Source: an optimization exercise on an open RTL-to-GDS flow (aim: small area, a short achievable clock period and few clock cycles). Production flows keep margins and buffers that such runs may drop.
The RTL was checked by simulation tests, not by an equivalence proof against the original design.
The flow treats the clock pin as an ideal source, which a real chip does not have.
Power and IR drop assume default switching activity.

File: flow/config.mk
export PLATFORM = sky130hd
export DESIGN_NAME = clock_sync_top
export DESIGN_NICKNAME = clock_sync_top
export VERILOG_FILES = /design/flow/design.v
export SDC_FILE = /design/flow/constraint.sdc
export NUM_CORES = 4
export LEC_CHECK = 0
export CAP_MARGIN = 20
export CORE_MARGIN = 2
export CORE_UTILIZATION = 65
export CTS_BUF_LIST = sky130_fd_sc_hd__clkbuf_8
export CTS_CLUSTER_DIAMETER = 80
export CTS_CLUSTER_SIZE = 16
export PLACE_DENSITY = 0.8
export SLEW_MARGIN = 20
File: flow/constraint.sdc
create_clock -name core_clock -period 9.0 [get_ports {clk_i}]
set_input_delay 1.8000 -clock core_clock [delete_from_list [all_inputs] [get_ports {clk_i}]]
set_output_delay 1.8000 -clock core_clock [all_outputs]
set_load 0.01 [all_outputs]
File: flow/design.v
package clock_sync_pkg;
	typedef logic [15:0] stamp_t;
	typedef struct packed {
		logic [8-1:0] addr;
		logic [7:0]                data;
		logic                      we;
	} mbox_wr_t;
	typedef struct packed {
		stamp_t tx;
		stamp_t rx;
	} snapshot_t;
	typedef logic [4-1:0] node_mask_t;
	typedef struct packed {
		node_mask_t rx_ok;
		node_mask_t sync_ok;
		node_mask_t slave_rdy;
		node_mask_t scope_trigger;
	} node_status_t;
	typedef struct packed {
		stamp_t offset;
		stamp_t delay;
	} node_result_t;
	typedef node_result_t [4-1:0] result_array_t;
	typedef logic [2+1:0] stamp_addr_t;
endpackage
`timescale 1ns/1ps
module local_counter (
	input  logic                      clk_i,
	input  logic                      arst_n_i,
	input  logic [1:0]                snapshot_req_i,
	output clock_sync_pkg::stamp_t    count_o,
	output logic                      cycle_start_o,
	output logic [7:0]                snap_tx_n_o,
	output logic [7:0]                snap_rx_o
);
	logic [7:0] count;
	assign cycle_start_o = (count == 8'd199);
	assign count_o = {8'd0, count};
	always_ff @(posedge clk_i or negedge arst_n_i) begin
		if (!arst_n_i) begin
			count <= '0;
		end else begin
			count <= cycle_start_o ? 8'd0 : count + 8'd1;
		end
	end
	always_ff @(posedge clk_i or negedge arst_n_i) begin
		if (!arst_n_i) begin
			snap_tx_n_o <= '1;
			snap_rx_o <= '0;
		end else begin
			if (snapshot_req_i[0]) begin
				snap_tx_n_o <= ~count;
			end
			if (snapshot_req_i[1]) begin
				snap_rx_o <= count;
			end
		end
	end
endmodule
`timescale 1ns/1ps
module timestamp_store (
	input  logic                         clk_i,
	input  logic                         arst_n_i,
	input  logic [7:0]                   mbox_addr_i,
	input  logic [7:0]                   mbox_data_i,
	input  logic                         mbox_we_i,
	input  logic                         cycle_take_i,
	output logic [16*14-1:0]             stamps_o,
	output clock_sync_pkg::node_status_t status_next_o
);
	logic [7:0] stamp_lo [14];
	logic [7:0] stamp_hi [14];
	logic [2:0] flags [4];
	logic [3:0] rdy1;
	logic [3:0] rdy2;
	logic [3:0] chain_ok;
	logic [3:0] lo_hit;
	logic [3:0] hi_hit;
	logic [3:0] flag_hit;
	logic [15:0] lo_en;
	logic [15:0] hi_en;
	always_comb begin
		for (int n = 0; n < 4; n++) begin
			flag_hit[n] = mbox_we_i && (mbox_addr_i == 8'(16 + 16 * n + 2));
			for (int k = 0; k < 4; k++) begin
				lo_en[4 * n + k] = mbox_we_i && (mbox_addr_i == 8'(16 + 16 * n + 4 + 2 * k));
				hi_en[4 * n + k] = mbox_we_i && (mbox_addr_i == 8'(16 + 16 * n + 5 + 2 * k));
			end
			lo_hit[n] = |lo_en[4 * n +: 4];
			hi_hit[n] = |hi_en[4 * n +: 4];
		end
	end
	assign chain_ok = {rdy1[2:0] & rdy2[2:0], 1'b1};
	always_comb begin
		status_next_o = '0;
		for (int n = 0; n < 4; n++) begin
			status_next_o.rx_ok[n] = rdy1[n] & rdy2[n];
			status_next_o.sync_ok[n] = status_next_o.rx_ok[n] & flags[n][0];
			status_next_o.slave_rdy[n] = status_next_o.sync_ok[n] & flags[n][1];
			status_next_o.scope_trigger[n] = status_next_o.rx_ok[n] & flags[n][2];
		end
	end
	always_ff @(posedge clk_i or negedge arst_n_i) begin
		if (!arst_n_i) begin
			rdy1 <= '0;
			rdy2 <= '0;
			for (int n = 0; n < 4; n++) begin
				flags[n] <= '0;
			end
		end else if (cycle_take_i) begin
			rdy1 <= '0;
			rdy2 <= '0;
			for (int n = 0; n < 4; n++) begin
				flags[n] <= '0;
			end
		end else begin
			rdy1 <= rdy1 | (lo_hit & chain_ok);
			rdy2 <= rdy2 | (hi_hit & chain_ok & rdy1);
			for (int n = 0; n < 4; n++) begin
				if (flag_hit[n]) begin
					flags[n] <= mbox_data_i[2:0];
				end
			end
		end
	end
	always_ff @(posedge clk_i or negedge arst_n_i) begin
		if (!arst_n_i) begin
			for (int i = 0; i < 14; i++) begin
				stamp_lo[i] <= (i % 4 == 2) ? 8'hff : 8'h00;
				stamp_hi[i] <= (i % 4 == 2) ? 8'hff : 8'h00;
			end
		end else begin
			for (int i = 0; i < 14; i++) begin
				if (lo_en[i]) begin
					stamp_lo[i] <= (i % 4 == 2) ? ~mbox_data_i : mbox_data_i;
				end
				if (hi_en[i]) begin
					stamp_hi[i] <= (i % 4 == 2) ? ~mbox_data_i : mbox_data_i;
				end
			end
		end
	end
	always_comb begin
		for (int i = 0; i < 14; i++) begin
			stamps_o[16 * i +: 16] = {stamp_hi[i], stamp_lo[i]};
		end
	end
endmodule
`timescale 1ns/1ps
module offset_delay_calc (
	input  logic                          clk_i,
	input  logic                          arst_n_i,
	input  logic                          cycle_start_i,
	input  logic [7:0]                    snap_tx_n_i,
	input  logic [7:0]                    snap_rx_i,
	input  logic [16*14-1:0]              stamps_i,
	input  clock_sync_pkg::node_status_t  status_next_i,
	output logic                          cycle_take_o,
	output logic [4*32-1:0]     results_o,
	output clock_sync_pkg::node_status_t  status_o,
	output logic                          result_req_o,
	input  logic                          result_ack_i
);
	logic release_q;
	logic [4*32-1:0] results_next;
	assign cycle_take_o = cycle_start_i && !result_req_o && !release_q;
	function automatic logic [15:0] cpa(input logic [15:0] x, input logic [15:0] y);
		logic [15:0] g, p, gn, pn, h;
		g = x & y;
		p = x ^ y;
		h = p;
		for (int l = 0; l < 4; l++) begin
			gn = g; pn = p;
			for (int i = 0; i < 16; i++) begin
				if ((i % (2 << l)) == (2 << l) - 1) begin
					gn[i] = g[i] | (p[i] & g[i - (1 << l)]);
					pn[i] = p[i] & p[i - (1 << l)];
				end
			end
			g = gn; p = pn;
		end
		for (int l = 2; l >= 0; l--) begin
			gn = g; pn = p;
			for (int i = 0; i < 16; i++) begin
				if (i >= (2 << l) && ((i + 1) % (2 << l)) == (1 << l)) begin
					gn[i] = g[i] | (p[i] & g[i - (1 << l)]);
					pn[i] = p[i] & p[i - (1 << l)];
				end
			end
			g = gn; p = pn;
		end
		cpa = h ^ {g[14:0], 1'b0};
	endfunction
	function automatic logic [15:0] csa_s(input logic [15:0] x, input logic [15:0] y,
			input logic [15:0] z);
		csa_s = x ^ y ^ z;
	endfunction
	function automatic logic [15:0] csa_c(input logic [15:0] x, input logic [15:0] y,
			input logic [15:0] z, input logic cin);
		csa_c = {(x[14:0] & y[14:0]) | (x[14:0] & z[14:0]) | (y[14:0] & z[14:0]), cin};
	endfunction
	always_comb begin
		for (int k = 0; k < 4; k++) begin
			logic [15:0] t0, t1, an, b, s1, c1, s2, c2;
			t0 = stamps_i[16 * (4 * k) +: 16];
			t1 = stamps_i[16 * (4 * k + 1) +: 16];
			if (k == 0) begin
				an = {8'hff, snap_tx_n_i};
				b = {8'd0, snap_rx_i};
			end else begin
				an = stamps_i[16 * (4 * k - 2) +: 16];
				b = stamps_i[16 * (4 * k - 1) +: 16];
			end
			s1 = csa_s(t0, an, b);
			c1 = csa_c(t0, an, b, 1'b1);
			s2 = csa_s(s1, c1, ~t1);
			c2 = csa_c(s1, c1, ~t1, 1'b1);
			results_next[32 * k +: 16] = cpa(s2, c2);
			s1 = csa_s(t0, an, t1);
			c1 = csa_c(t0, an, t1, 1'b1);
			s2 = csa_s(s1, c1, ~b);
			c2 = csa_c(s1, c1, ~b, 1'b1);
			results_next[32 * k + 16 +: 16] = cpa(s2, c2);
		end
	end
	always_ff @(posedge clk_i) begin
		if (cycle_take_o) begin
			results_o <= results_next;
			status_o <= status_next_i;
		end
	end
	always_ff @(posedge clk_i or negedge arst_n_i) begin
		if (!arst_n_i) begin
			result_req_o <= 1'b0;
			release_q <= 1'b0;
		end else if (cycle_take_o) begin
			result_req_o <= 1'b1;
		end else if (result_req_o) begin
			if (result_ack_i) begin
				result_req_o <= 1'b0;
				release_q <= 1'b1;
			end
		end else if (release_q) begin
			if (!result_ack_i) begin
				release_q <= 1'b0;
			end
		end
	end
endmodule
`timescale 1ns/1ps
module clock_sync_top (
	input  logic                          clk_i,
	input  logic                          arst_n_i,
	input  logic [7:0]                    mbox_addr_i,
	input  logic [7:0]                    mbox_data_i,
	input  logic                          mbox_we_i,
	input  logic [1:0]                    snapshot_req_i,
	output logic [15:0]                   local_count_o,
	output logic [127:0]                  results_o,
	output logic [15:0]                   status_o,
	output logic                          result_req_o,
	input  logic                          result_ack_i
);
	logic cycle_start;
	logic cycle_take;
	logic [7:0] snap_tx_n;
	logic [7:0] snap_rx;
	logic [16*14-1:0] stamps;
	clock_sync_pkg::node_status_t status_next;
	local_counter u_local_counter (
		.clk_i          (clk_i),
		.arst_n_i       (arst_n_i),
		.snapshot_req_i (snapshot_req_i),
		.count_o        (local_count_o),
		.cycle_start_o  (cycle_start),
		.snap_tx_n_o    (snap_tx_n),
		.snap_rx_o      (snap_rx)
	);
	timestamp_store u_timestamp_store (
		.clk_i         (clk_i),
		.arst_n_i      (arst_n_i),
		.mbox_addr_i   (mbox_addr_i),
		.mbox_data_i   (mbox_data_i),
		.mbox_we_i     (mbox_we_i),
		.cycle_take_i  (cycle_take),
		.stamps_o      (stamps),
		.status_next_o (status_next)
	);
	offset_delay_calc u_offset_delay_calc (
		.clk_i         (clk_i),
		.arst_n_i      (arst_n_i),
		.cycle_start_i (cycle_start),
		.snap_tx_n_i   (snap_tx_n),
		.snap_rx_i     (snap_rx),
		.stamps_i      (stamps),
		.status_next_i (status_next),
		.cycle_take_o  (cycle_take),
		.results_o     (results_o),
		.status_o      (status_o),
		.result_req_o  (result_req_o),
		.result_ack_i  (result_ack_i)
	);
endmodule
File: flow/flow/run.sh
#!/bin/bash
set -euo pipefail
here=$(pwd)
bash standard.sh finish \
  MATCH_CELL_FOOTPRINT=0 SETUP_SLACK_MARGIN=5.3 \
  "BUFFER_PORTS_ARGS=-buffer_cell sky130_fd_sc_hd__buf_1" \
  POST_CTS_TCL=$here/flow/skew.tcl SKEW_BUF_CELL=sky130_fd_sc_hd__clkbuf_4 SKEW_PRE_CELL=sky130_fd_sc_hd__clkbuf_1 \
  > flow_make.log 2>&1
File: flow/flow/skew.tcl
# Useful skew for the stamp -> result paths. After clock tree synthesis, the result registers
# under each leaf clock net are moved behind one extra clock buffer driven by that leaf net,
# so they capture a little later than the stamp registers launch. Only the register-to-
# register paths into the result registers gain; their paths to the outputs lose. With
# SKEW_PRE_CELL set, a second, smaller buffer drives the extra buffer, for a longer delay.
set block [ord::get_db_block]
set master [[ord::get_db] findMaster $::env(SKEW_BUF_CELL)]
array set groups {}
foreach inst [$block getInsts] {
  if { [string match "u_offset_delay_calc.results_o*" [$inst getName]] } {
    set it [$inst findITerm CLK]
    lappend groups([[$it getNet] getName]) $it
  }
}
set k 0
foreach leaf [lsort [array names groups]] {
  set buf [odb::dbInst_create $block $master skew_buf_$k]
  set net [odb::dbNet_create $block clknet_skew_$k]
  $net setSigType CLOCK
  if { [info exists ::env(SKEW_PRE_CELL)] && $::env(SKEW_PRE_CELL) != "" } {
    set pre [odb::dbInst_create $block [[ord::get_db] findMaster $::env(SKEW_PRE_CELL)] skew_pre_$k]
    set mid [odb::dbNet_create $block clknet_skew_pre_$k]
    $mid setSigType CLOCK
    [$pre findITerm A] connect [$block findNet $leaf]
    [$pre findITerm X] connect $mid
    [$buf findITerm A] connect $mid
  } else {
    set pre ""
    [$buf findITerm A] connect [$block findNet $leaf]
  }
  [$buf findITerm X] connect $net
  set sx 0
  set sy 0
  foreach it $groups($leaf) {
    $it disconnect
    $it connect $net
    set loc [[$it getInst] getLocation]
    incr sx [lindex $loc 0]
    incr sy [lindex $loc 1]
  }
  set n [llength $groups($leaf)]
  $buf setLocation [expr { $sx / $n }] [expr { $sy / $n }]
  $buf setPlacementStatus PLACED
  if { $pre != "" } {
    $pre setLocation [expr { $sx / $n }] [expr { $sy / $n }]
    $pre setPlacementStatus PLACED
  }
  puts "skew: $n result registers under $leaf now behind skew_buf_$k"
  incr k
}
detailed_placement
estimate_parasitics -placement
repair_timing_helper
detailed_placement
check_placement -verbose
File: flow/standard.sh
#!/bin/bash
# synth_recipe.tcl (not shown) runs the flow's synth.tcl, then flattens the netlist and writes it again
# the make line also repeats each setting of config.mk as NAME=value (left out here)
make -C /OpenROAD-flow-scripts/flow DESIGN_CONFIG=/design/flow/config.mk WORK_HOME=/design/flow/orfs CLKGATE_MAP_FILE= SYNTH_SCRIPT=/design/flow/synth_recipe.tcl "${@:-finish}"
==> out/qor.txt, run 1 <==
===============================================================================
Placed cell area                                                      26040 um2
Fraction of power consumed by sequential logic                            41.1%
Run status                                     no timing/DRC/antenna violations
Largest stage delay, worst path                                          590 ps
Post-route fraction of the period consumed by the critical path          38.54%
Crit-path most repeated cell                                       sky130_fd_sc_hd__fa_1
Time the final worst path needs with I/O delays and setup               3468 ps
Chip height                                                            199.5 um
Hold WS                                                                430.7 ps
Final number of max-transition violations                                     0
Comb pwr share                                                            37.0%
Vias per inst                                                             5.524
Netlist cell types                                                           56
Launching element type of the critical path                            register
Relative slew slack                                                      38.31%
Boundary pin count                                                          183
Area of all placed cells without fillers                              26990 um2
Power density over cell area                                       202.7 nW/um2
Top_reg_cell synth                                                 sky130_fd_sc_hd__dfrtp_1
Fraction of power consumed by the clock network                           21.9%
Static leakage power                                                 0.01223 uW
Net count of the finished layout                                           2481
Clk pin slew, worst setup/hold paths                                     100 ps
Internal power                                                          3596 uW
Cell Chain, Critical Path                                          fa_1 > fa_1 > ha_1 > a21oi_1 > o21ai_0 > a31oi_1 > o31ai_1 > fa_1 > xor2_1 > xnor2_1 > xnor2_1
Maximum clock skew at final layout                                     314.1 ps
Ratio of cells with drive above 1 in the final layout                    16.67%
Data arrival time of the critical path                                  4070 ps
Vias after detailed routing                                               14362
Final routed wire length divided by cell count                         19.18 um
Area of the die                                                       39800 um2
Clock tree from TritonCTS                                                   yes
Maximum clock rate                                                   0.2883 GHz
Quantity of I/O buffers inserted on ports                                   174
Total number of placement rows                                               71
Data required time at the worst endpoint                                9600 ps
Number of antenna-violating nets in the routed design                         0
Worst hold-check path type                                           reg -> reg
Vias in the first global route                                            15542
Wire length of the first global-routing pass                           81630 um
Flop and latch count out of synthesis                                       414
Starting utilization of the core area                                    65.96%
Total setup violations reported at the end of the flow                        0
Syn_area_per_cell                                                     13.50 um2
Core Footprint                                                        37670 um2
Worst Setup Path Type                                                reg -> reg
DP Wirelength                                                          36590 um
Total standard cell area after synthesis                              24850 um2
Tightest Pin Transition                                                921.3 ps
Detailed Routing Iterations Pass 1                                            5
Net load switching power                                                1873 uW
Area overhead of the layout relative to synthesis                        8.611%
Clock insertion delay at the later pin of the skew report                930 ps
Total clock sinks                                                           414
Die Wd                                                                 199.5 um
Proportion of synthesized chip area in sequential cells                  44.88%
Final weighted congestion of routability-driven global placement         0.8718
First DRT Iteration DRCs                                                    898
Final setup TNS                                                            0 ps
Max cap viols                                                                 0
Kind of capture point of the worst setup path                          register
Sum of routed wire length over all layers                              49860 um
Post-Route Utilization                                                   71.65%
Largest vdd supply drop                                             0.0001638 V
RSZ-0062 raised after global routing                                      false
Detailed-route DRC error count                                                0
Endpoints failing hold                                                        0
Fraction of power spent switching nets                                   34.25%
Gr ovfl total                                                                 0
Initial antenna violation count                                               6
Global Route Usage Sum                                                   26.71%
Number of synthesized flops with an enable pin                              144
YS warnings                                                                   6
Maximum number of pins on one net before global-route repair                152
Largest driver fanout on the critical path                                    4
Synth Instances                                                            1840
Critical-path top delay cell                                       sky130_fd_sc_hd__dfstp_2
Post-synthesis async set-or-reset flop share                             65.22%
===============================================================================
==> sequential cells by signal, indices dropped and copies added, names as in the netlist, 8 cells and up <==
name and flops:
u_offset_delay_calc.results_o 128, u_local_counter.count 8, u_timestamp_store.flags 12, u_local_counter.snap_tx_n_o 8, u_offset_delay_calc.status_o 16, u_local_counter.snap_rx_o 8
u_timestamp_store.stamp_hi 112, u_timestamp_store.stamp_lo 112
==> worst max-delay path, delay by kind of cell (launching register included) <==
kind            cells  cell delay (ps)
xor+xnor            3              460
fa+ha+maj           4             1740
compound gates      4              660
flops               1              590
==> kinds of logic (layout without fill, tap and decap cells) <==
logic type	Yosys count	in the layout	share of synthesized area (%)
flops	414	414	44.88
simple gates	226	226	4.734
fa+ha+maj	402	402	28.54
mux	219	219	9.835
other cells	1	15	0.01509
buf+inv	335	570	5.267
xor+xnor	87	87	3.067
compound gates	156	156	3.661
==> power by group through the flow <==
stage          Clock, uW  Sequential [uW]  Combinational, uW
3_5_place_dp           0             2280               1930
3_3_place_gp           0             2280               1840
2_1_floorplan          0             2270               1420
5_1_grt             1300             2260               2290
6_report            1200             2250               2020
==> synthesized netlist by cell type, drive strengths merged (2+ instances only) <==
cell    count  area share, %
buf        20           0.51
nand4      15           0.38
nand3      31           0.62
nand2b      6           0.15
clkbuf     35           0.53
dfstp      56            5.9
o31ai       7           0.21
a21o       15           0.45
o21bai      7           0.21
nor3        6           0.17
o21a        6           0.18
and2        6           0.15
o21ai      35           0.71
nor2b       9           0.23
nor3b       4           0.14
and3        9           0.23
nor2       36           0.69
or4b        2          0.081
ha        126            6.3
inv       280            4.2
nand4b      2          0.071
edfxtp    144             17
xor2       34            1.2
or3         3          0.076
fa        275             22
a41oi       2          0.071
xnor2      53            1.9
a21oi      60            1.2
nand2      84            1.3
mux2      177            8.1
mux2i      42            1.7
nor4b       2          0.071
a31oi      22           0.55
dfrtp     214             22
and3b       5           0.18
==> cell type report, clock buffers not listed <==
type                    count  area (um2)
diodes                      7       17.52
plain buffers              44       247.7
clock inverters            24       128.9
fillers                  2577       10680
inverters                 280        1051
multi-input cells        1098       12520
flip-flops and latches    414       11150
well taps                 511       639.4
repair buffers            190       793.3
==> final timing paths <==
path	from	endpoint	slack, ps	depth (start not counted)
max reg2reg	u_timestamp_store.stamp_hi[10][1]	u_offset_delay_calc.results_o[127]	5530	11
min	u_timestamp_store.stamp_lo[13][0]	u_offset_delay_calc.results_o[96]	430	1
max in group asynchronous	arst_n_i	u_timestamp_store.stamp_hi[8][3]	6310	2
min in group asynchronous	arst_n_i	u_timestamp_store.stamp_hi[0][5]	1290	1
min reg2reg	u_timestamp_store.stamp_lo[13][0]	u_offset_delay_calc.results_o[96]	430	1
max	u_timestamp_store.stamp_hi[10][1]	u_offset_delay_calc.results_o[127]	5530	11
==> through the flow <==
| step | power (uW) | cells | setup slack, ps |
|---|---|---|---|
| global placement | 4122 | 2490 | 4954 |
| floorplan | 3692 | 1847 | 5480 |
| global route | 5852 | 2598 | 5355 |
| finish | 5469 | 2600 | 5532 |
| detailed placement | 4215 | 2490 | 4807 |
==> routing by layer <==
metal  vias up  global-route usage (%)  part of all wire [%]
li1       6480                       -                     -
met1      7429                   37.08                    42
met2       373                   44.19                    50
met3        80                   3.595                   5.3
met4         0                   8.944                   2.8
met5         -                       0                     0
==> placed cells by master (no fill, tap or decap), types with 3 or more instances in the layout <==
cell type,count
sky130_fd_sc_hd__fa_1,273
sky130_fd_sc_hd__nand3_1,31
sky130_fd_sc_hd__nor2b_1,7
sky130_fd_sc_hd__nand4_1,15
sky130_fd_sc_hd__xor2_1,34
sky130_fd_sc_hd__buf_4,14
sky130_fd_sc_hd__a21oi_1,56
sky130_fd_sc_hd__conb_1,8
sky130_fd_sc_hd__nand2_1,79
sky130_fd_sc_hd__edfxtp_1,144
sky130_fd_sc_hd__clkbuf_4,23
sky130_fd_sc_hd__nor2_1,23
sky130_fd_sc_hd__nor2_2,12
sky130_fd_sc_hd__ha_1,126
sky130_fd_sc_hd__o31ai_1,4
sky130_fd_sc_hd__dfrtp_1,214
sky130_fd_sc_hd__nand2b_1,6
sky130_fd_sc_hd__mux2_4,8
sky130_fd_sc_hd__a21o_1,15
sky130_fd_sc_hd__o31ai_2,3
sky130_fd_sc_hd__xnor2_1,52
sky130_fd_sc_hd__dfstp_2,56
sky130_fd_sc_hd__clkbuf_8,32
sky130_fd_sc_hd__buf_1,173
sky130_fd_sc_hd__diode_2,7
sky130_fd_sc_hd__nand2_2,5
sky130_fd_sc_hd__and2_1,6
sky130_fd_sc_hd__o21a_1,6
sky130_fd_sc_hd__and3_1,9
sky130_fd_sc_hd__o21bai_1,7
sky130_fd_sc_hd__inv_1,302
sky130_fd_sc_hd__and3b_2,4
sky130_fd_sc_hd__clkbuf_1,22
sky130_fd_sc_hd__or3_1,3
sky130_fd_sc_hd__o21ai_0,35
sky130_fd_sc_hd__nor3_1,5
sky130_fd_sc_hd__mux2_2,168
sky130_fd_sc_hd__a31oi_1,22
sky130_fd_sc_hd__mux2i_1,42
Testbench counts, summed over its fixed seeds: cycles 240.
==> run 2, diff against run 1 <==
--- a/flow/flow/skew.tcl
+++ b/flow/flow/skew.tcl
@@ -1,3 +1,4 @@
 # Useful skew for the stamp -> result paths. After clock tree synthesis, the result registers
-# under each leaf clock net are moved behind one extra clock buffer driven by that leaf net,
+# under each leaf clock net are moved, in groups of at most SKEW_MAX_FANOUT (8), behind one
+# extra clock buffer driven by that leaf net,
 # so they capture a little later than the stamp registers launch. Only the register-to-
@@ -14,4 +15,24 @@
 }
+# at most SKEW_MAX_FANOUT registers behind each extra buffer, taken in order along x
+set max_fanout 8
+if { [info exists ::env(SKEW_MAX_FANOUT)] } {
+  set max_fanout $::env(SKEW_MAX_FANOUT)
+}
+array set chunks {}
+set c 0
+foreach leaf [lsort [array names groups]] {
+  set sorted [lsort -integer -index 0 [lmap it $groups($leaf) {
+    list [lindex [[$it getInst] getLocation] 0] $it
+  }]]
+  set n [llength $sorted]
+  set parts [expr { ($n + $max_fanout - 1) / $max_fanout }]
+  set size [expr { ($n + $parts - 1) / $parts }]
+  for { set i 0 } { $i < $n } { incr i $size } {
+    set chunks($c) [list $leaf [lmap x [lrange $sorted $i [expr { $i + $size - 1 }]] { lindex $x 1 }]]
+    incr c
+  }
+}
 set k 0
-foreach leaf [lsort [array names groups]] {
+foreach c [lsort -integer [array names chunks]] {
+  lassign $chunks($c) leaf its
   set buf [odb::dbInst_create $block $master skew_buf_$k]
@@ -33,3 +54,3 @@
   set sy 0
-  foreach it $groups($leaf) {
+  foreach it $its {
     $it disconnect
@@ -40,3 +61,3 @@
   }
-  set n [llength $groups($leaf)]
+  set n [llength $its]
   $buf setLocation [expr { $sx / $n }] [expr { $sy / $n }]
==> run 2 against run 1 <==
First-iteration DRC count up 3.2%. Flip-flop and latch count unchanged. Synthesized area unchanged. Clock skew down 7.3 ps. Combinational power about the same.
==> out/qor.txt, run 2 <==
===============================================================================
Clock tree from TritonCTS                                                   yes
Synth Instances                                                            1840
Final routed wire length divided by cell count                         19.16 um
Most frequent cells in the layout                                  sky130_fd_sc_hd__inv_1, sky130_fd_sc_hd__fa_1, sky130_fd_sc_hd__dfrtp_1, sky130_fd_sc_hd__buf_1, sky130_fd_sc_hd__mux2_2
Data arrival time of the critical path                                  4080 ps
Data required time at the worst endpoint                                9610 ps
Launching element type of the critical path                            register
Top area cells in the synthesized netlist                          sky130_fd_sc_hd__fa_1, sky130_fd_sc_hd__dfrtp_1, sky130_fd_sc_hd__edfxtp_1, sky130_fd_sc_hd__mux2_2, sky130_fd_sc_hd__ha_1
Area of the die                                                       39800 um2
Max FFs per register                                                        128
Max cap viols                                                                 0
Vias in the first global route                                            15628
Final weighted congestion of routability-driven global placement         0.8718
Gr ovfl total                                                                 0
Core Footprint                                                        37670 um2
Most common cell after layout, fill and taps aside                 sky130_fd_sc_hd__inv_1
Quantity of I/O buffers inserted on ports                                   174
DP Wirelength                                                          36590 um
Tightest Pin Transition                                                921.9 ps
Power density over cell area                                       203.9 nW/um2
Total standard cell area after synthesis                              24850 um2
Top_reg_cell synth                                                 sky130_fd_sc_hd__dfrtp_1
Wire length of the first global-routing pass                           81960 um
Maximum clock skew at final layout                                     306.8 ps
Total clock sinks                                                           414
Time the final worst path needs with I/O delays and setup               3471 ps
Vias per inst                                                             5.507
Detailed-route DRC error count                                                0
Endpoints failing hold                                                        0
Post-route total power                                                  5514 uW
Global Route Usage Sum                                                   26.83%
Library cell with the largest summed area after synthesis          sky130_fd_sc_hd__fa_1
Area of all placed cells without fillers                              27040 um2
Run status                                     no timing/DRC/antenna violations
Most numerous cell in the Yosys netlist                            sky130_fd_sc_hd__inv_1
Most flops, register                                               u_offset_delay_calc.results_o
Area overhead of the layout relative to synthesis                        8.828%
Initial antenna violation count                                               6
RSZ-0062 raised after global routing                                      false
Starting utilization of the core area                                    65.96%
Final setup TNS                                                            0 ps
Die Wd                                                                 199.5 um
Total number of placement rows                                               71
Yosys top cell area share                                                22.16%
Maximum clock rate                                                   0.2881 GHz
Final number of max-transition violations                                     0
Worst Setup Path Type                                                reg -> reg
Ratio of cells with drive above 1 in the final layout                    16.83%
Worst hold-check path type                                           reg -> reg
Proportion of synthesized chip area in sequential cells                  44.88%
Placed cell area                                                      26040 um2
Kind of capture point of the worst setup path                          register
Internal reg-to-reg setup slack                                         5530 ps
Static leakage power                                                 0.01226 uW
Clock insertion delay at the later pin of the skew report                930 ps
Number of synthesized flops with an enable pin                              144
Detailed Routing Iterations Pass 1                                            5
Net count of the finished layout                                           2491
Largest vdd supply drop                                             0.0001840 V
Placed Instances                                                           2490
Syn_area_per_cell                                                     13.50 um2
Number of antenna-violating nets in the routed design                         0
Post-synthesis async set-or-reset flop share                             65.22%
Vias after detailed routing                                               14367
Hold WS                                                                433.0 ps
Total setup violations reported at the end of the flow                        0
Top cells by count, synth                                          sky130_fd_sc_hd__inv_1, sky130_fd_sc_hd__fa_1, sky130_fd_sc_hd__dfrtp_1, sky130_fd_sc_hd__mux2_2, sky130_fd_sc_hd__edfxtp_1
First DRT Iteration DRCs                                                    927
Post-route fraction of the period consumed by the critical path          38.57%
Boundary pin count                                                          183
Registers with the highest flip-flop counts                        u_offset_delay_calc.results_o: 128 flops, u_timestamp_store.stamp_hi: 112 flops, u_timestamp_store.stamp_lo: 112 flops
Largest driver fanout on the critical path                                    4
Sum of routed wire length over all layers                              49980 um
Chip height                                                            199.5 um
Flop and latch count out of synthesis                                       414
Clk pin slew, worst setup/hold paths                                     100 ps
Netlist cell types                                                           56
YS warnings                                                                   6
Relative slew slack                                                      38.27%
Final std cells w/o fill                                                   2609
Maximum number of pins on one net before global-route repair                152
===============================================================================
run 2: cell counts after synthesis:
Identical to the previous run, type by type.
run 2: power by group:
part	internal (uW)	leakage, uW	total [uW]	switching (uW)
registers	2180	0.00482	2250	64.7
clock network	545	0.000524	1250	701
logic	904	0.00691	2020	1120
run 2: final cells by class, clock buffers not listed:
| class | count | area, um2 |
|---|---|---|
| Multi-Input combinational cell | 1098 | 12520 |
| Sequential cell | 414 | 11150 |
| Fill cell | 2558 | 10630 |
| Inverter | 280 | 1051 |
| Timing Repair Buffer | 190 | 793.3 |
| Tap cell | 511 | 639.4 |
| Buffer | 54 | 304.0 |
| Clock inverter | 24 | 128.9 |
| Antenna cell | 6 | 15.01 |
run 2: kinds of logic after synthesis:
family	count (synthesis)	share of synthesized area [%]
flip-flops	414	44.88
other	1	0.01509
AND/OR/NAND/NOR	226	4.734
buffers and inverters	335	5.267
XOR/XNOR	87	3.067
multiplexers	219	9.835
AO/OA/AOI/OAI	156	3.661
adder cells (fa/ha/maj)	402	28.54
run 2: per-layer routing:
metal / part of all wire (%) / global-route usage [%] / vias up
met5: 0 / 0 / -
met4: 3.0 / 9.246 / 0
met3: 4.6 / 3.629 / 85
met2: 50 / 44.29 / 341
met1: 42 / 37.22 / 7429
li1: - / - / 6512
run 2: metrics by stage:
stage               setup WS (ps)  utilization (%)
floorplan                    5480                -
finish                       5529            71.79
global placement             4954            69.13
detailed placement           4807            69.13
global route                 5346            71.78
run 2: worst paths after layout:
check,start,to,depth (start not counted)
min reg2reg,u_timestamp_store.stamp_lo[3][0],u_offset_delay_calc.results_o[48],1
max reg2reg,u_local_counter.snap_tx_n_o[3],u_offset_delay_calc.results_o[11],9
max,u_local_counter.snap_tx_n_o[3],u_offset_delay_calc.results_o[11],9
min,u_timestamp_store.stamp_lo[3][0],u_offset_delay_calc.results_o[48],1
max in group asynchronous,arst_n_i,u_timestamp_store.stamp_hi[8][3],2
min in group asynchronous,arst_n_i,u_timestamp_store.stamp_hi[0][5],1
run 2: worst max-delay path: stages, from the launching register on:
cell and delay (ps):
sky130_fd_sc_hd__dfstp_2 580, sky130_fd_sc_hd__fa_1 430, sky130_fd_sc_hd__fa_1 490, sky130_fd_sc_hd__ha_1 360, sky130_fd_sc_hd__a21oi_1 320, sky130_fd_sc_hd__a21oi_1 130, sky130_fd_sc_hd__and3b_1 370, sky130_fd_sc_hd__o21ai_0 160
sky130_fd_sc_hd__fa_1 410, sky130_fd_sc_hd__xor2_1 180
==> run 3, diff against run 2 <==
--- a/flow/config.mk
+++ b/flow/config.mk
@@ -9,3 +9,3 @@
 export CORE_MARGIN = 2
-export CORE_UTILIZATION = 65
+export CORE_UTILIZATION = 75
 export CTS_BUF_LIST = sky130_fd_sc_hd__clkbuf_8
@@ -13,3 +13,3 @@
 export CTS_CLUSTER_SIZE = 16
-export PLACE_DENSITY = 0.8
+export PLACE_DENSITY = 0.88
 export SLEW_MARGIN = 20
==> run 3 against run 2 <==
Maximum frequency decreased by 2.0%. Worst hold slack worse by 0.75 ps. Sequential share of layout area rose by 0.29 points. Final cell count shrank 3.0%. Synthesized cell count stayed put. Synthesized area is the same. Die area down 13%. Critical path type unchanged. Largest cell class unchanged. Highest routed layer is now met5.
==> out/qor.txt, run 3 <==
============================================================================================
Run status                                                  no timing/DRC/antenna violations
Hold WS                                                                             432.2 ps
Area overhead of the layout relative to synthesis                                     8.078%
Launching element type of the critical path                                         register
Library cell with the largest summed area after synthesis                       sky130_fd_sc_hd__fa_1
Registers with the highest flip-flop counts                                     u_offset_delay_calc.results_o: 128 flops, u_timestamp_store.stamp_hi: 112 flops, u_timestamp_store.stamp_lo: 112 flops
Total standard cell area after synthesis                                           24850 um2
Flop and latch count out of synthesis                                                    414
Critical-path top delay cell                                                    sky130_fd_sc_hd__dfstp_2
Crit-path most repeated cell                                                    sky130_fd_sc_hd__fa_1
Vias per inst                                                                          5.884
Vias in the first global route                                                         16517
Maximum number of pins on one net before global-route repair                             138
Sum of routed wire length over all layers                                           50600 um
Maximum clock rate                                                                0.2824 GHz
Global Route Usage Sum                                                                31.29%
Synth Instances                                                                         1840
Gr ovfl total                                                                              0
Top_reg_cell synth                                                              sky130_fd_sc_hd__dfrtp_1
Detailed-route DRC error count                                                             0
Endpoints failing hold                                                                     0
YS warnings                                                                                6
Cell Chain, Critical Path                                                       fa_1 > fa_1 > fa_1 > nand3_1 > nand2_1 > a21oi_4 > o31ai_1 > fa_1 > xor2_1 > xnor2_1 > xnor2_1
Largest driver fanout on the critical path                                                 4
Clk pin slew, worst setup/hold paths                                                  110 ps
Final setup TNS                                                                         0 ps
Data required time at the worst endpoint                                             9550 ps
Netlist cell types                                                                        56
Syn_area_per_cell                                                                  13.50 um2
Total clock sinks                                                                        414
Net count of the finished layout                                                        2487
Starting utilization of the core area                                                 76.17%
Basic-gate share of the synthesized area counting and, or, nand and nor cells         4.734%
Clock insertion delay at the later pin of the skew report                             880 ps
Tightest Pin Transition                                                              1095 ps
Vias after detailed routing                                                            14892
Data arrival time of the critical path                                               4090 ps
Maximum clock skew at final layout                                                  292.9 ps
Peak-usage layer in the global routing report                                           met2
Top cells by count, synth                                                       sky130_fd_sc_hd__inv_1, sky130_fd_sc_hd__fa_1, sky130_fd_sc_hd__dfrtp_1, sky130_fd_sc_hd__mux2_2, sky130_fd_sc_hd__edfxtp_1
Total setup violations reported at the end of the flow                                     0
Static leakage power                                                              0.01221 uW
Proportion of synthesized chip area in sequential cells                               44.88%
Most common cell after layout, fill and taps aside                              sky130_fd_sc_hd__inv_1
Area of the die                                                                    34600 um2
Largest stage delay, worst path                                                       590 ps
Top area cells in the synthesized netlist                                       sky130_fd_sc_hd__fa_1, sky130_fd_sc_hd__dfrtp_1, sky130_fd_sc_hd__edfxtp_1, sky130_fd_sc_hd__mux2_2, sky130_fd_sc_hd__ha_1
Final number of max-transition violations                                                  0
Most flops, register                                                            u_offset_delay_calc.results_o
Number of synthesized flops with an enable pin                                           144
Yosys top cell area share                                                             22.16%
Quantity of I/O buffers inserted on ports                                                174
Chip height                                                                         186.0 um
Multiplexer fraction of the synthesized cell area                                     9.835%
DP Wirelength                                                                       37140 um
Detailed Routing Iterations Pass 1                                                         5
Met3 Track Usage GR                                                                   5.068%
Fraction of the mapped netlist area in compound gates                                 3.661%
Adder-cell area share of the yosys netlist                                            28.54%
Relative slew slack                                                                   26.80%
Boundary pin count                                                                       183
Largest vdd supply drop                                                          0.0001684 V
Power density over cell area                                                    203.0 nW/um2
Total number of placement rows                                                            66
Kind of capture point of the worst setup path                                       register
Ratio of cells with drive above 1 in the final layout                                 16.49%
Wire length of the first global-routing pass                                        83210 um
Largest family of logic cells by synthesized area                                adder cells
Most frequent cells in the layout                                               sky130_fd_sc_hd__inv_1, sky130_fd_sc_hd__fa_1, sky130_fd_sc_hd__dfrtp_1, sky130_fd_sc_hd__buf_1, sky130_fd_sc_hd__mux2_2
Max FFs per register                                                                     128
Core Footprint                                                                     32620 um2
GRT met2 Usage                                                                        52.91%
Xor and xnor fraction of the mapped netlist area                                      3.067%
First DRT Iteration DRCs                                                                1192
Clock tree from TritonCTS                                                                yes
Post-synthesis async set-or-reset flop share                                          65.22%
Met1 usage                                                                            41.15%
Post-route fraction of the period consumed by the critical path                       39.34%
Worst Setup Path Type                                                             reg -> reg
Time the final worst path needs with I/O delays and setup                            3541 ps
Final weighted congestion of routability-driven global placement                      0.9167
Worst hold-check path type                                                        reg -> reg
Die Wd                                                                              186.0 um
Initial antenna violation count                                                            4
Final routed wire length divided by cell count                                      19.99 um
RSZ-0062 raised after global routing                                                   false
Most numerous cell in the Yosys netlist                                         sky130_fd_sc_hd__inv_1
Max cap viols                                                                              0
Number of antenna-violating nets in the routed design                                      0
============================================================================================
## run 3: cell types whose count changed in the layout (fill, tap and decap cells not counted), sizes merged
cell	before	now
bufinv	1	0
inv	302	303
clkbuf	87	81
buf	189	190
clkinv	1	0
diode	6	3
## run 3: path summary, 6_finish.rpt
kind / from / to / slack, ps / depth (start not counted)
worst max-delay path: u_timestamp_store.stamp_lo[6][1] / u_offset_delay_calc.results_o[95] / 5460 / 11
worst min-delay path: u_timestamp_store.stamp_lo[13][0] / u_offset_delay_calc.results_o[96] / 430 / 1
worst max register to register: u_timestamp_store.stamp_lo[6][1] / u_offset_delay_calc.results_o[95] / 5460 / 11
worst min register to register: u_timestamp_store.stamp_lo[13][0] / u_offset_delay_calc.results_o[96] / 430 / 1
max in group asynchronous: arst_n_i / u_local_counter.snap_rx_o[0] / 6260 / 2
min in group asynchronous: arst_n_i / u_timestamp_store.stamp_lo[11][5] / 1340 / 1
## run 3: critical path, delay by kind of cell, from the launching register on
| family | cells | cell delay (ps) |
|---|---|---|
| flops | 1 | 590 |
| simple gates | 2 | 250 |
| compound gates | 2 | 350 |
| fa+ha+maj | 4 | 1840 |
| xor+xnor | 3 | 460 |
## run 3: power breakdown
group | leakage (uW) | total (uW) | switching [uW] | internal, uW
Clock | 0.000483 | 1150 | 668 | 481
Combinational | 0.00690 | 2050 | 1140 | 911
Sequential | 0.00482 | 2250 | 68.1 | 2180
Total | 0.0122 | 5450 | 1880 | 3570
## run 3: metal layers
metal	routed length (um)	vias to the layer above
li1	-	6516
met4	1886	4
met3	3000	142
met1	19690	7730
met2	25990	500
met5	31	-
## run 3: final cells by class, clock buffers not listed
cell class / count / area (um2)
Inverter: 280 / 1051
Antenna cell: 3 / 7.507
Sequential cell: 414 / 11150
Clock inverter: 23 / 86.33
Tap cell: 442 / 553.0
Fill cell: 1701 / 5766
Timing Repair Buffer: 191 / 797.0
Buffer: 50 / 281.5
Multi-Input combinational cell: 1098 / 12510
## run 3: logic make-up after synthesis
| logic type | count (synthesis) |
|---|---|
| compound gates | 156 |
| xor+xnor | 87 |
| mux | 219 |
| flops | 414 |
| simple gates | 226 |
| buf+inv | 335 |
| other cells | 1 |
| fa+ha+maj | 402 |
## run 3: through the flow
stage               instances  util, %  power (uW)  worst slack [ps]  cell area [um2]
floorplan                1847        -        3692              5480            24870
global placement         2422    79.57        4100              5195            25950
detailed placement       2422    79.57        4235              5047            25950
global route             2530    82.32        5823              5305            26850
finish                   2531    82.32        5451              5459            26850
==> run 4, diff against run 3 <==
==> flow/flow/run.sh (replaced) <==
#!/bin/bash
set -euo pipefail
here=$(pwd)
bash standard.sh finish \
  MATCH_CELL_FOOTPRINT=0 SETUP_SLACK_MARGIN=5.3 \
  "BUFFER_PORTS_ARGS=-buffer_cell sky130_fd_sc_hd__buf_1" \
  POST_CTS_TCL=$here/flow/skew.tcl SKEW_BUF_CELL=sky130_fd_sc_hd__clkbuf_4 SKEW_PRE_CELL=sky130_fd_sc_hd__clkbuf_1 SKEW_REPAIR_MARGIN=5.6 \
  > flow_make.log 2>&1
--- a/flow/flow/skew.tcl
+++ b/flow/flow/skew.tcl
@@ -73,3 +73,9 @@
 estimate_parasitics -placement
+# repair with the flow's setup margin, or with SKEW_REPAIR_MARGIN when that is set
+set saved_margin $::env(SETUP_SLACK_MARGIN)
+if { [info exists ::env(SKEW_REPAIR_MARGIN)] } {
+  set ::env(SETUP_SLACK_MARGIN) $::env(SKEW_REPAIR_MARGIN)
+}
 repair_timing_helper
+set ::env(SETUP_SLACK_MARGIN) $saved_margin
 detailed_placement
--- a/flow/config.mk
+++ b/flow/config.mk
@@ -9,3 +9,3 @@
 export CORE_MARGIN = 2
-export CORE_UTILIZATION = 75
+export CORE_UTILIZATION = 65
 export CTS_BUF_LIST = sky130_fd_sc_hd__clkbuf_8
@@ -13,3 +13,3 @@
 export CTS_CLUSTER_SIZE = 16
-export PLACE_DENSITY = 0.88
+export PLACE_DENSITY = 0.8
 export SLEW_MARGIN = 20
==> run 4 against run 3 <==
Clock power grew 9%. Maximum frequency grew 2.7%. Still clean on timing, DRC and antenna. Sequential share of layout area shrank 0.50 points. Critical path depth is the same. Register-to-register slack gained 90 ps. Largest power group unchanged. Clock skew grew 7.2 ps. Synthesized cell count is the same. Largest cell class unchanged. Worst hold slack gained 4.4 ps.
==> out/qor.txt, run 4 <==
============================================================================================
Final weighted congestion of routability-driven global placement                      0.8718
Total number of placement rows                                                            71
R2R depth                                                                                 11
Proportion of synthesized chip area in sequential cells                               44.88%
Top area cells in the synthesized netlist                                       sky130_fd_sc_hd__fa_1, sky130_fd_sc_hd__dfrtp_1, sky130_fd_sc_hd__edfxtp_1, sky130_fd_sc_hd__mux2_2, sky130_fd_sc_hd__ha_1
Largest driver fanout on the critical path                                                 4
Internal reg-to-reg setup slack                                                      5550 ps
Clock insertion delay at the later pin of the skew report                             920 ps
Total clock sinks                                                                        414
Detailed-route DRC error count                                                             0
Gr ovfl total                                                                              0
Yosys top cell area share                                                             22.16%
Sum of routed wire length over all layers                                           50760 um
Tightest Pin Transition                                                             910.9 ps
Number of synthesized flops with an enable pin                                           144
Internal power                                                                       3671 uW
Time the final worst path needs with I/O delays and setup                            3449 ps
Registers with the highest flip-flop counts                                     u_offset_delay_calc.results_o: 128 flops, u_timestamp_store.stamp_hi: 112 flops, u_timestamp_store.stamp_lo: 112 flops
Kind of cell with the highest combined delay on the critical path                adder cells
Max FFs per register                                                                     128
Data required time at the worst endpoint                                             9610 ps
Post-route fraction of the period consumed by the critical path                       38.32%
Final setup TNS                                                                         0 ps
Vias in the first global route                                                         15746
Basic-gate share of the synthesized area counting and, or, nand and nor cells         4.734%
Clock tree from TritonCTS                                                                yes
Final routed wire length divided by cell count                                      19.44 um
Endpoint of the worst hold-timing path                                          u_offset_delay_calc.results_o[96]
Global Route Usage Sum                                                                27.13%
Kind of capture point of the worst setup path                                       register
Final std cells w/o fill                                                                2611
Net count of the finished layout                                                        2493
Area of the die                                                                    39800 um2
Fraction of the mapped netlist area in compound gates                                 3.661%
Area overhead of the layout relative to synthesis                                     9.402%
Synth Instances                                                                         1840
Detailed Routing Iterations Pass 1                                                         5
Total standard cell area after synthesis                                           24850 um2
Most flops, register                                                            u_offset_delay_calc.results_o
First DRT Iteration DRCs                                                                 943
RSZ-0062 raised after global routing                                                   false
DP Wirelength                                                                       36590 um
Fraction of power consumed by sequential logic                                         40.1%
Largest stage delay, worst path                                                       600 ps
Placed Instances                                                                        2490
Maximum number of pins on one net before global-route repair                             152
Post-synthesis async set-or-reset flop share                                          65.22%
Maximum clock rate                                                                0.2899 GHz
Launching element type of the critical path                                         register
Wire length of the first global-routing pass                                        82780 um
Adder-cell area share of the yosys netlist                                            28.54%
Fraction of power spent switching nets                                                34.47%
Clk pin slew, worst setup/hold paths                                                  110 ps
Hold_sp                                                                         u_timestamp_store.stamp_lo[13][0]
Boundary pin count                                                                       183
Ratio of cells with drive above 1 in the final layout                                 17.67%
Multiplexer fraction of the synthesized cell area                                     9.835%
Vias per inst                                                                          5.552
Starting utilization of the core area                                                 65.96%
Chip height                                                                         199.5 um
Most frequent cells in the layout                                               sky130_fd_sc_hd__inv_1, sky130_fd_sc_hd__fa_1, sky130_fd_sc_hd__dfrtp_1, sky130_fd_sc_hd__buf_1, sky130_fd_sc_hd__mux2_2
Core Footprint                                                                     37670 um2
Most common cell after layout, fill and taps aside                              sky130_fd_sc_hd__inv_1
Number of antenna-violating nets in the routed design                                      0
Crit-path most repeated cell                                                    sky130_fd_sc_hd__fa_1
Library cell with the largest summed area after synthesis                       sky130_fd_sc_hd__fa_1
Static leakage power                                                              0.01228 uW
Comb pwr share                                                                         37.6%
Top cells by count, synth                                                       sky130_fd_sc_hd__inv_1, sky130_fd_sc_hd__fa_1, sky130_fd_sc_hd__dfrtp_1, sky130_fd_sc_hd__mux2_2, sky130_fd_sc_hd__edfxtp_1
Endpoints failing hold                                                                     0
Most numerous cell in the Yosys netlist                                         sky130_fd_sc_hd__inv_1
Total setup violations reported at the end of the flow                                     0
Xor and xnor fraction of the mapped netlist area                                      3.067%
YS warnings                                                                                6
Largest family of logic cells by synthesized area                                adder cells
Fraction of power consumed by the clock network                                        22.3%
Worst Setup Path Type                                                             reg -> reg
Syn_area_per_cell                                                                  13.50 um2
Quantity of I/O buffers inserted on ports                                                174
Run status                                                  no timing/DRC/antenna violations
Worst Path Buf+Inv                                                                         0
Power density over cell area                                                    206.1 nW/um2
Flop and latch count out of synthesis                                                    414
Maximum clock skew at final layout                                                  300.1 ps
Cell Chain, Critical Path                                                       fa_1 > fa_1 > ha_4 > a21oi_2 > o21ai_0 > a31oi_1 > o31ai_4 > fa_1 > xor2_1 > xnor2_1 > xnor2_1
Top_reg_cell synth                                                              sky130_fd_sc_hd__dfrtp_1
Cell depth of the worst hold path                                                          1
Critical R2R Capture                                                            u_offset_delay_calc.results_o[79]
Hold WS                                                                             436.6 ps
Net load switching power                                                             1931 uW
Relative slew slack                                                                   39.01%
Data arrival time of the critical path                                               4060 ps
Max cap viols                                                                              0
Final number of max-transition violations                                                  0
Die Wd                                                                              199.5 um
Initial antenna violation count                                                            5
Vias after detailed routing                                                            14497
Critical-path top delay cell                                                    sky130_fd_sc_hd__dfstp_2
Netlist cell types                                                                        56
Largest vdd supply drop                                                          0.0001842 V
Worst hold-check path type                                                        reg -> reg
Beginning of the worst register-to-register path                                u_timestamp_store.stamp_hi[6][1]
============================================================================================
[run 4: cell counts after synthesis]
No cell type changed its count.
[run 4: metal layers]
layer	GRT usage [%]	routed length [um]
met4	9.465	1585
met3	3.646	2384
met5	0	0
met2	45.14	25520
met1	37.25	21270
[run 4: cell type report, clock buffers not listed]
type / instances / area, um2
Multi-Input combinational cell: 1098 / 12640
Tap cell: 511 / 639.4
Fill cell: 2543 / 10480
Buffer: 54 / 304.0
Timing Repair Buffer: 192 / 808.3
Inverter: 280 / 1051
Sequential cell: 414 / 11150
Antenna cell: 6 / 15.01
Clock inverter: 24 / 128.9
[run 4: power groups by stage]
stage | Sequential (uW) | Combinational [uW] | Clock (uW)
floorplan | 2270 | 1420 | 0
global placement | 2280 | 1840 | 0
detailed placement | 2280 | 1930 | 0
global route | 2260 | 2370 | 1360
finish | 2250 | 2110 | 1250
[run 4: kinds of logic (layout without fill, tap and decap cells)]
| group | after synthesis | after routing |
|---|---|---|
| other cells | 1 | 14 |
| mux | 219 | 219 |
| fa+ha+maj | 402 | 402 |
| flops | 414 | 414 |
| xor+xnor | 87 | 87 |
| compound gates | 156 | 156 |
| simple gates | 226 | 226 |
| buf+inv | 335 | 582 |
[run 4: how the worst max path moves through the flow]
stage                                                 start                                  to  slack (ps)  depth (start not counted)
after floorplan                    u_local_counter.count[3]    u_offset_delay_calc.results_o[0]        5480                          5
after global placement                       mbox_addr_i[3]    u_timestamp_store.stamp_lo[8][5]        4950                          5
after detailed placement                     mbox_addr_i[3]    u_timestamp_store.stamp_lo[8][1]        4810                          5
after global routing      u_timestamp_store.stamp_lo[10][7]  u_offset_delay_calc.results_o[127]        5400                         11
final                      u_timestamp_store.stamp_hi[6][1]   u_offset_delay_calc.results_o[79]        5550                         11
[run 4: per-stage QoR]
stage          utilization (%)  instance area [um2]  worst slack, ps  total power [uW]
6_report                 72.17                27180             5551              5601
5_1_grt                  72.15                27180             5402              5984
3_5_place_dp             69.13                26040             4807              4215
3_3_place_gp             69.13                26040             4954              4122
2_1_floorplan                -                24870             5480              3692
==> run 5, diff against run 4 <==
==> flow/flow/run.sh (replaced) <==
#!/bin/bash
set -euo pipefail
here=$(pwd)
bash standard.sh finish \
  MATCH_CELL_FOOTPRINT=0 SETUP_SLACK_MARGIN=5.3 \
  "BUFFER_PORTS_ARGS=-buffer_cell sky130_fd_sc_hd__buf_1" \
  POST_CTS_TCL=$here/flow/skew.tcl SKEW_BUF_CELL=sky130_fd_sc_hd__clkbuf_4 SKEW_PRE_CELL=sky130_fd_sc_hd__clkbuf_1 SKEW_REPAIR_MARGIN=5.7 \
  > flow_make.log 2>&1
==> run 5 against run 4 <==
Maximum frequency grew 0.85%. Largest power group is now combinational logic. Critical path type unchanged. Synthesized area unchanged. Critical endpoint is now u_offset_delay_calc.results_o[111]. Global-route usage increased by 0.53 points. Highest routed layer unchanged.
==> out/qor.txt, run 5 <==
===============================================================================
Worst hold-check path type                                           reg -> reg
Total setup violations reported at the end of the flow                        0
Detailed-route DRC error count                                                0
Largest vdd supply drop                                             0.0001843 V
Tightest Pin Transition                                                906.4 ps
Final weighted congestion of routability-driven global placement         0.8718
Internal reg-to-reg setup slack                                         5580 ps
Post-route fraction of the period consumed by the critical path          38.00%
Largest stage delay, worst path                                          570 ps
Area overhead of the layout relative to synthesis                        11.08%
Max FFs per register                                                        128
Library cell with the largest summed area after synthesis          sky130_fd_sc_hd__fa_1
Kind of capture point of the worst setup path                          register
Total number of placement rows                                               71
# fillers                                                                  2482
First DRT Iteration DRCs                                                    926
Data arrival time of the critical path                                  4010 ps
Net count of the finished layout                                           2498
Proportion of synthesized chip area in sequential cells                  44.88%
Placed cell area                                                      26040 um2
Critical R2R Capture                                               u_offset_delay_calc.results_o[111]
Static leakage power                                                 0.01234 uW
Gr ovfl total                                                                 0
Synth Instances                                                            1840
Most numerous cell in the Yosys netlist                            sky130_fd_sc_hd__inv_1
Core Footprint                                                        37670 um2
DP Wirelength                                                          36590 um
Yosys top cell area share                                                22.16%
Clk pin slew, worst setup/hold paths                                     110 ps
Relative slew slack                                                      39.31%
Total standard cell area after synthesis                              24850 um2
Syn_area_per_cell                                                     13.50 um2
Registers with the highest flip-flop counts                        u_offset_delay_calc.results_o: 128 flops, u_timestamp_store.stamp_hi: 112 flops, u_timestamp_store.stamp_lo: 112 flops
Post-synthesis async set-or-reset flop share                             65.22%
Chip height                                                            199.5 um
Top area cells in the synthesized netlist                          sky130_fd_sc_hd__fa_1, sky130_fd_sc_hd__dfrtp_1, sky130_fd_sc_hd__edfxtp_1, sky130_fd_sc_hd__mux2_2, sky130_fd_sc_hd__ha_1
Boundary pin count                                                          183
Final setup TNS                                                            0 ps
Number of antenna-violating nets in the routed design                         0
Top cells by count, synth                                          sky130_fd_sc_hd__inv_1, sky130_fd_sc_hd__fa_1, sky130_fd_sc_hd__dfrtp_1, sky130_fd_sc_hd__mux2_2, sky130_fd_sc_hd__edfxtp_1
Hold_sp                                                            u_timestamp_store.stamp_lo[13][0]
Maximum clock skew at final layout                                     300.3 ps
Top_reg_cell synth                                                 sky130_fd_sc_hd__dfrtp_1
Total clock sinks                                                           414
Most frequent cells in the layout                                  sky130_fd_sc_hd__inv_1, sky130_fd_sc_hd__fa_1, sky130_fd_sc_hd__dfrtp_1, sky130_fd_sc_hd__mux2_2, sky130_fd_sc_hd__buf_1
Initial antenna violation count                                               6
Total area of multi-input combinational cells                         13020 um2
Die Wd                                                                 199.5 um
Clock insertion delay at the later pin of the skew report                920 ps
Global Route Usage Sum                                                   27.66%
R2R depth                                                                    12
Placed Instances                                                           2490
Critical-path top delay cell                                       sky130_fd_sc_hd__dfstp_2
Endpoints failing hold                                                        0
RSZ-0062 raised after global routing                                      false
Post-Route Utilization                                                   73.27%
Area of all placed cells without fillers                              27600 um2
Setup slack at placement                                                4807 ps
Quantity of I/O buffers inserted on ports                                   174
Beginning of the worst register-to-register path                   u_timestamp_store.stamp_hi[10][3]
Run status                                     no timing/DRC/antenna violations
Largest driver fanout on the critical path                                    4
Wire length of the first global-routing pass                           84370 um
Data required time at the worst endpoint                                9590 ps
Launching element type of the critical path                            register
Detailed Routing Iterations Pass 1                                            5
Endpoint of the worst hold-timing path                             u_offset_delay_calc.results_o[96]
Final std cells w/o fill                                                   2616
Area of the die                                                       39800 um2
Number of synthesized flops with an enable pin                              144
Netlist cell types                                                           56
Time the final worst path needs with I/O delays and setup               3420 ps
Sum of routed wire length over all layers                              51810 um
Most flops, register                                               u_offset_delay_calc.results_o
Maximum number of pins on one net before global-route repair                152
Clock tree from TritonCTS                                                   yes
Vias per inst                                                             5.568
Setup ws final                                                          5580 ps
YS warnings                                                                   6
Vias after detailed routing                                               14566
Flop and latch count out of synthesis                                       414
Starting utilization of the core area                                    65.96%
Final routed wire length divided by cell count                         19.80 um
Max cap viols                                                                 0
Register cell area after layout                                       11150 um2
Ratio of cells with drive above 1 in the final layout                    20.30%
Cell depth of the worst hold path                                             1
Vias in the first global route                                            15920
Worst Setup Path Type                                                reg -> reg
Maximum clock rate                                                   0.2924 GHz
Final number of max-transition violations                                     0
Most common cell after layout, fill and taps aside                 sky130_fd_sc_hd__inv_1
Power density over cell area                                       208.9 nW/um2
Cell Chain, Critical Path                                          buf_4 > fa_1 > fa_1 > ha_4 > a21oi_1 > o21ai_2 > a31oi_2 > o31ai_4 > fa_2 > xor2_1 > xnor2_1 > xnor2_1
===============================================================================
[run 5: cell families (layout without fill, tap and decap cells)]
group / Yosys count / count (layout) / share of synthesized area (%)
multiplexers: 219 / 219 / 9.835
AND/OR/NAND/NOR: 226 / 226 / 4.734
flip-flops: 414 / 414 / 44.88
buffers and inverters: 335 / 587 / 5.267
XOR/XNOR: 87 / 87 / 3.067
other: 1 / 14 / 0.01509
adder cells (fa/ha/maj): 402 / 402 / 28.54
AO/OA/AOI/OAI: 156 / 156 / 3.661
[run 5: report_power, final]
group | switching (uW) | total (uW) | internal (uW)
Clock | 708 | 1250 | 545
Combinational | 1220 | 2260 | 1040
Sequential | 65.0 | 2250 | 2180
[run 5: worst max path at each step]
stage	cells past startpoint	to	startpoint	slack, ps
6_report	12	u_offset_delay_calc.results_o[111]	u_timestamp_store.stamp_hi[10][3]	5580
5_1_grt	12	u_offset_delay_calc.results_o[111]	u_timestamp_store.stamp_hi[10][3]	5490
3_5_place_dp	5	u_timestamp_store.stamp_lo[8][1]	mbox_addr_i[3]	4810
3_3_place_gp	5	u_timestamp_store.stamp_lo[8][5]	mbox_addr_i[3]	4950
2_1_floorplan	5	u_offset_delay_calc.results_o[0]	u_local_counter.count[3]	5480
[run 5: critical path: cells and delay by family, from the launching register on]
family	cells	cell delay [ps]
DFF	1	570
buffers and inverters	1	120
xor gates and xnor gates	3	460
AOI/OAI and AO/OA	4	660
adders and majority gates	4	1580
[run 5: routing by layer]
metal	vias up	GRT usage, %	routed length, um
li1	6514	-	-
met1	7542	38.05	21580
met2	394	46.10	26190
met3	116	3.224	2272
met4	0	10.12	1757
met5	-	0	0
[run 5: cell type report, clock buffers not listed]
cell class,instances,share of cell area (%)
diodes,6,0.05440
clock inverters,24,0.4670
inverters,280,3.808
multi-input cells,1098,47.16
plain buffers,54,1.102
repair buffers,197,3.096
well taps,511,2.317
flip-flops and latches,414,40.40
[run 5: metrics by stage]
stage | total power [uW] | hold WS [ps]
after floorplan | 3692 | 467.6
after global placement | 4122 | 475.1
after detailed placement | 4215 | 491.0
after global routing | 6141 | 420.6
final | 5764 | 434.1
==> run 6, diff against run 5 <==
==> flow/flow/run.sh (replaced) <==
#!/bin/bash
set -euo pipefail
here=$(pwd)
bash standard.sh finish \
  MATCH_CELL_FOOTPRINT=0 SETUP_SLACK_MARGIN=5.3 \
  "BUFFER_PORTS_ARGS=-buffer_cell sky130_fd_sc_hd__buf_1" \
  POST_CTS_TCL=$here/flow/skew.tcl SKEW_BUF_CELL=sky130_fd_sc_hd__clkbuf_4 SKEW_PRE_CELL=sky130_fd_sc_hd__clkbuf_1 SKEW_OTHER_MARGIN=5.9 \
  > flow_make.log 2>&1
--- a/flow/flow/skew.tcl
+++ b/flow/flow/skew.tcl
@@ -80,2 +80,10 @@
 set ::env(SETUP_SLACK_MARGIN) $saved_margin
+# with SKEW_OTHER_MARGIN set, one more repair towards that margin that leaves the logic in
+# front of the result registers alone (it is held by set_dont_touch during the repair)
+if { [info exists ::env(SKEW_OTHER_MARGIN)] } {
+  set front [get_fanin -to [get_pins u_offset_delay_calc.results_o*/D] -only_cells -flat]
+  set_dont_touch $front
+  repair_timing -setup -setup_margin $::env(SKEW_OTHER_MARGIN) -repair_tns 100 -verbose
+  unset_dont_touch $front
+}
 detailed_placement
==> run 6 against run 5 <==
Synthesized cell count did not move. Sequential power about the same. Maximum frequency fell by 1.5%. First-iteration DRC count shrank 15%. Combinational power is 11% lower. Final area fell by 1.4%. Power down 4.3%. Die area stayed put. Largest power group is now sequential cells. Clock skew about the same. Setup slack worse by 51 ps. Critical path type unchanged.
==> out/qor.txt, run 6 <==
================================================================================
Total met3 wirelength after detailed routing                             2577 um
Post-Route Utilization                                                    72.24%
Most common cell after layout, fill and taps aside                  sky130_fd_sc_hd__inv_1
Area of the die                                                        39800 um2
Register cell area after layout                                        11160 um2
Maximum clock rate                                                    0.2881 GHz
Number of synthesized flops with an enable pin                               144
Crit-path most repeated cell                                        sky130_fd_sc_hd__fa_1
Top_reg_cell synth                                                  sky130_fd_sc_hd__dfrtp_1
Total standard cell area after synthesis                               24850 um2
Most flops, register                                                u_offset_delay_calc.results_o
Run status                                      no timing/DRC/antenna violations
Die Wd                                                                  199.5 um
Wire length the detailed router placed on met1                          20940 um
Met2 routed wirelength                                                  25230 um
Relative slew slack                                                       39.88%
Area overhead of the layout relative to synthesis                         9.508%
Number of antenna-violating nets in the routed design                          0
Worst Path Buf+Inv                                                             0
Netlist cell types                                                            56
Registers with the highest flip-flop counts                         u_offset_delay_calc.results_o: 128 flops, u_timestamp_store.stamp_hi: 112 flops, u_timestamp_store.stamp_lo: 112 flops
Ratio of cells with drive above 1 in the final layout                     20.31%
Clock insertion delay at the later pin of the skew report                 920 ps
YS warnings                                                                    6
Library cell with the largest summed area after synthesis           sky130_fd_sc_hd__fa_1
Wire length of the first global-routing pass                            82480 um
Chip height                                                             199.5 um
# fillers                                                                   2551
Most numerous cell in the Yosys netlist                             sky130_fd_sc_hd__inv_1
Max cap viols                                                                  0
R2R depth                                                                     11
Critical-path top delay cell                                        sky130_fd_sc_hd__dfstp_2
Power density over cell area                                        202.7 nW/um2
Global Route Usage Sum                                                    27.01%
Core Footprint                                                         37670 um2
Detailed-route DRC error count                                                 0
Net count of the finished layout                                            2497
Most frequent cells in the layout                                   sky130_fd_sc_hd__inv_1, sky130_fd_sc_hd__fa_1, sky130_fd_sc_hd__dfrtp_1, sky130_fd_sc_hd__mux2_2, sky130_fd_sc_hd__edfxtp_1
Final weighted congestion of routability-driven global placement          0.8718
Total area of multi-input combinational cells                          12560 um2
Total number of placement rows                                                71
Time the final worst path needs with I/O delays and setup                3471 ps
Vias after detailed routing                                                14458
Worst Setup Path Type                                                 reg -> reg
Final setup TNS                                                             0 ps
Post-synthesis async set-or-reset flop share                              65.22%
Data required time at the worst endpoint                                 9600 ps
Synth Instances                                                             1840
Max FFs per register                                                         128
Launching element type of the critical path                             register
Clock tree from TritonCTS                                                    yes
Starting utilization of the core area                                     65.96%
Yosys top cell area share                                                 22.16%
Largest vdd supply drop                                              0.0001837 V
Clk pin slew, worst setup/hold paths                                      100 ps
Top cells by count, synth                                           sky130_fd_sc_hd__inv_1, sky130_fd_sc_hd__fa_1, sky130_fd_sc_hd__dfrtp_1, sky130_fd_sc_hd__mux2_2, sky130_fd_sc_hd__edfxtp_1
Flop and latch count out of synthesis                                        414
Endpoints failing hold                                                         0
RSZ-0062 raised after global routing                                       false
Total setup violations reported at the end of the flow                         0
Boundary pin count                                                           183
Proportion of synthesized chip area in sequential cells                   44.88%
Largest stage delay, worst path                                           600 ps
Worst hold-check path type                                            reg -> reg
Number of logic stages on the critical path including buffering               11
Static leakage power                                                  0.01247 uW
Final routed wire length divided by cell count                          19.24 um
Gr ovfl total                                                                  0
Initial antenna violation count                                                6
First DRT Iteration DRCs                                                     790
Maximum number of pins on one net before global-route repair                 152
Sum of routed wire length over all layers                               50320 um
Top area cells in the synthesized netlist                           sky130_fd_sc_hd__fa_1, sky130_fd_sc_hd__dfrtp_1, sky130_fd_sc_hd__edfxtp_1, sky130_fd_sc_hd__mux2_2, sky130_fd_sc_hd__ha_1
Syn_area_per_cell                                                      13.50 um2
Kind of cell with the highest combined delay on the critical path    adder cells
DP Wirelength                                                           36590 um
Data arrival time of the critical path                                   4070 ps
Cell Chain, Critical Path                                           fa_1 > fa_1 > ha_1 > a21oi_1 > o21ai_0 > a31oi_1 > o31ai_1 > fa_1 > xor2_1 > xnor2_1 > xnor2_1
Cell depth of the worst hold path                                              1
Final number of max-transition violations                                      0
Detailed Routing Iterations Pass 1                                             4
Vias in the first global route                                             15713
Largest driver fanout on the critical path                                     4
Tightest Pin Transition                                                 901.8 ps
Kind of capture point of the worst setup path                           register
Total clock sinks                                                            414
Maximum clock skew at final layout                                      300.4 ps
Highest metal used                                                          met4
Post-route fraction of the period consumed by the critical path           38.57%
Quantity of I/O buffers inserted on ports                                    174
Vias per inst                                                              5.529
================================================================================
==> run 6: changes by cell type in the layout (fill, tap and decap cells not counted), sizes merged <==
cell and change:
buf -52, clkbuf +51
==> run 6: layout make-up, clock buffers not listed <==
type | instances | area share [%]
diodes | 6 | 0.05518
plain buffers | 54 | 1.117
clock inverters | 24 | 0.4737
inverters | 280 | 3.863
multi-input cells | 1098 | 46.16
flip-flops and latches | 414 | 41.01
well taps | 511 | 2.350
repair buffers | 196 | 3.352
==> run 6: path summary, 6_finish.rpt <==
kind                                                   startpoint                                 end  slack [ps]
worst max-delay path            u_timestamp_store.stamp_hi[10][1]  u_offset_delay_calc.results_o[127]        5530
worst min-delay path             u_timestamp_store.stamp_lo[3][0]   u_offset_delay_calc.results_o[48]         430
worst max register to register  u_timestamp_store.stamp_hi[10][1]  u_offset_delay_calc.results_o[127]        5530
worst min register to register   u_timestamp_store.stamp_lo[3][0]   u_offset_delay_calc.results_o[48]         430
max in group asynchronous                                arst_n_i    u_timestamp_store.stamp_hi[8][3]        6310
min in group asynchronous                                arst_n_i    u_timestamp_store.stamp_hi[0][5]        1300
==> run 6: power by group <==
part	switching (uW)	leakage (uW)	total (uW)	internal [uW]
Combinational	1120	0.00713	2020	903
Sequential	64.9	0.00482	2250	2180
Clock	702	0.000524	1250	545
==> run 6: cell families after synthesis <==
group	synth area share, %
xor gates and xnor gates	3.067
muxes	9.835
buffers and inverters	5.267
adders and majority gates	28.54
DFF	44.88
and+or+nand+nor	4.734
other	0.01509
AOI/OAI and AO/OA	3.661
==> run 6: worst register-to-register path, stage by stage, from the launching register on <==
cell and delay [ps]:
sky130_fd_sc_hd__dfstp_2 600, sky130_fd_sc_hd__fa_1 430, sky130_fd_sc_hd__fa_1 540, sky130_fd_sc_hd__ha_1 370, sky130_fd_sc_hd__a21oi_1 210, sky130_fd_sc_hd__o21ai_0 160
sky130_fd_sc_hd__a31oi_1 190, sky130_fd_sc_hd__o31ai_1 110, sky130_fd_sc_hd__fa_1 390, sky130_fd_sc_hd__xor2_1 200, sky130_fd_sc_hd__xnor2_1 170, sky130_fd_sc_hd__xnor2_1 80
==> run 6: routing by layer <==
| layer | vias to the layer above | GRT usage [%] |
|---|---|---|
| li1 | 6532 | - |
| met4 | 0 | 9.438 |
| met1 | 7418 | 37.18 |
| met2 | 419 | 44.73 |
| met5 | - | 0 |
| met3 | 89 | 3.797 |
==> run 6: stage by stage <==
| stage | setup slack [ps] | cells | power [uW] | instance area, um2 | hold WS [ps] |
|---|---|---|---|---|---|
| 2_1_floorplan | 5480 | 1847 | 3692 | 24870 | 467.6 |
| 6_report | 5529 | 2615 | 5516 | 27210 | 433.0 |
| 5_1_grt | 5346 | 2614 | 5911 | 27210 | 420.8 |
| 3_3_place_gp | 4954 | 2490 | 4122 | 26040 | 475.1 |
| 3_5_place_dp | 4807 | 2490 | 4215 | 26040 | 491.0 |

Setup slack of run 6, layout unchanged: 5.529 ns with ideal ports, 5.529 ns with driving cells assumed (clock clkbuf_16, inputs buf_2), 4.902 ns with port delays also shifted by the 0.817 ns mid clock arrival. Its clock arrivals span 0.657 to 0.977 ns, so the last figure is rough.
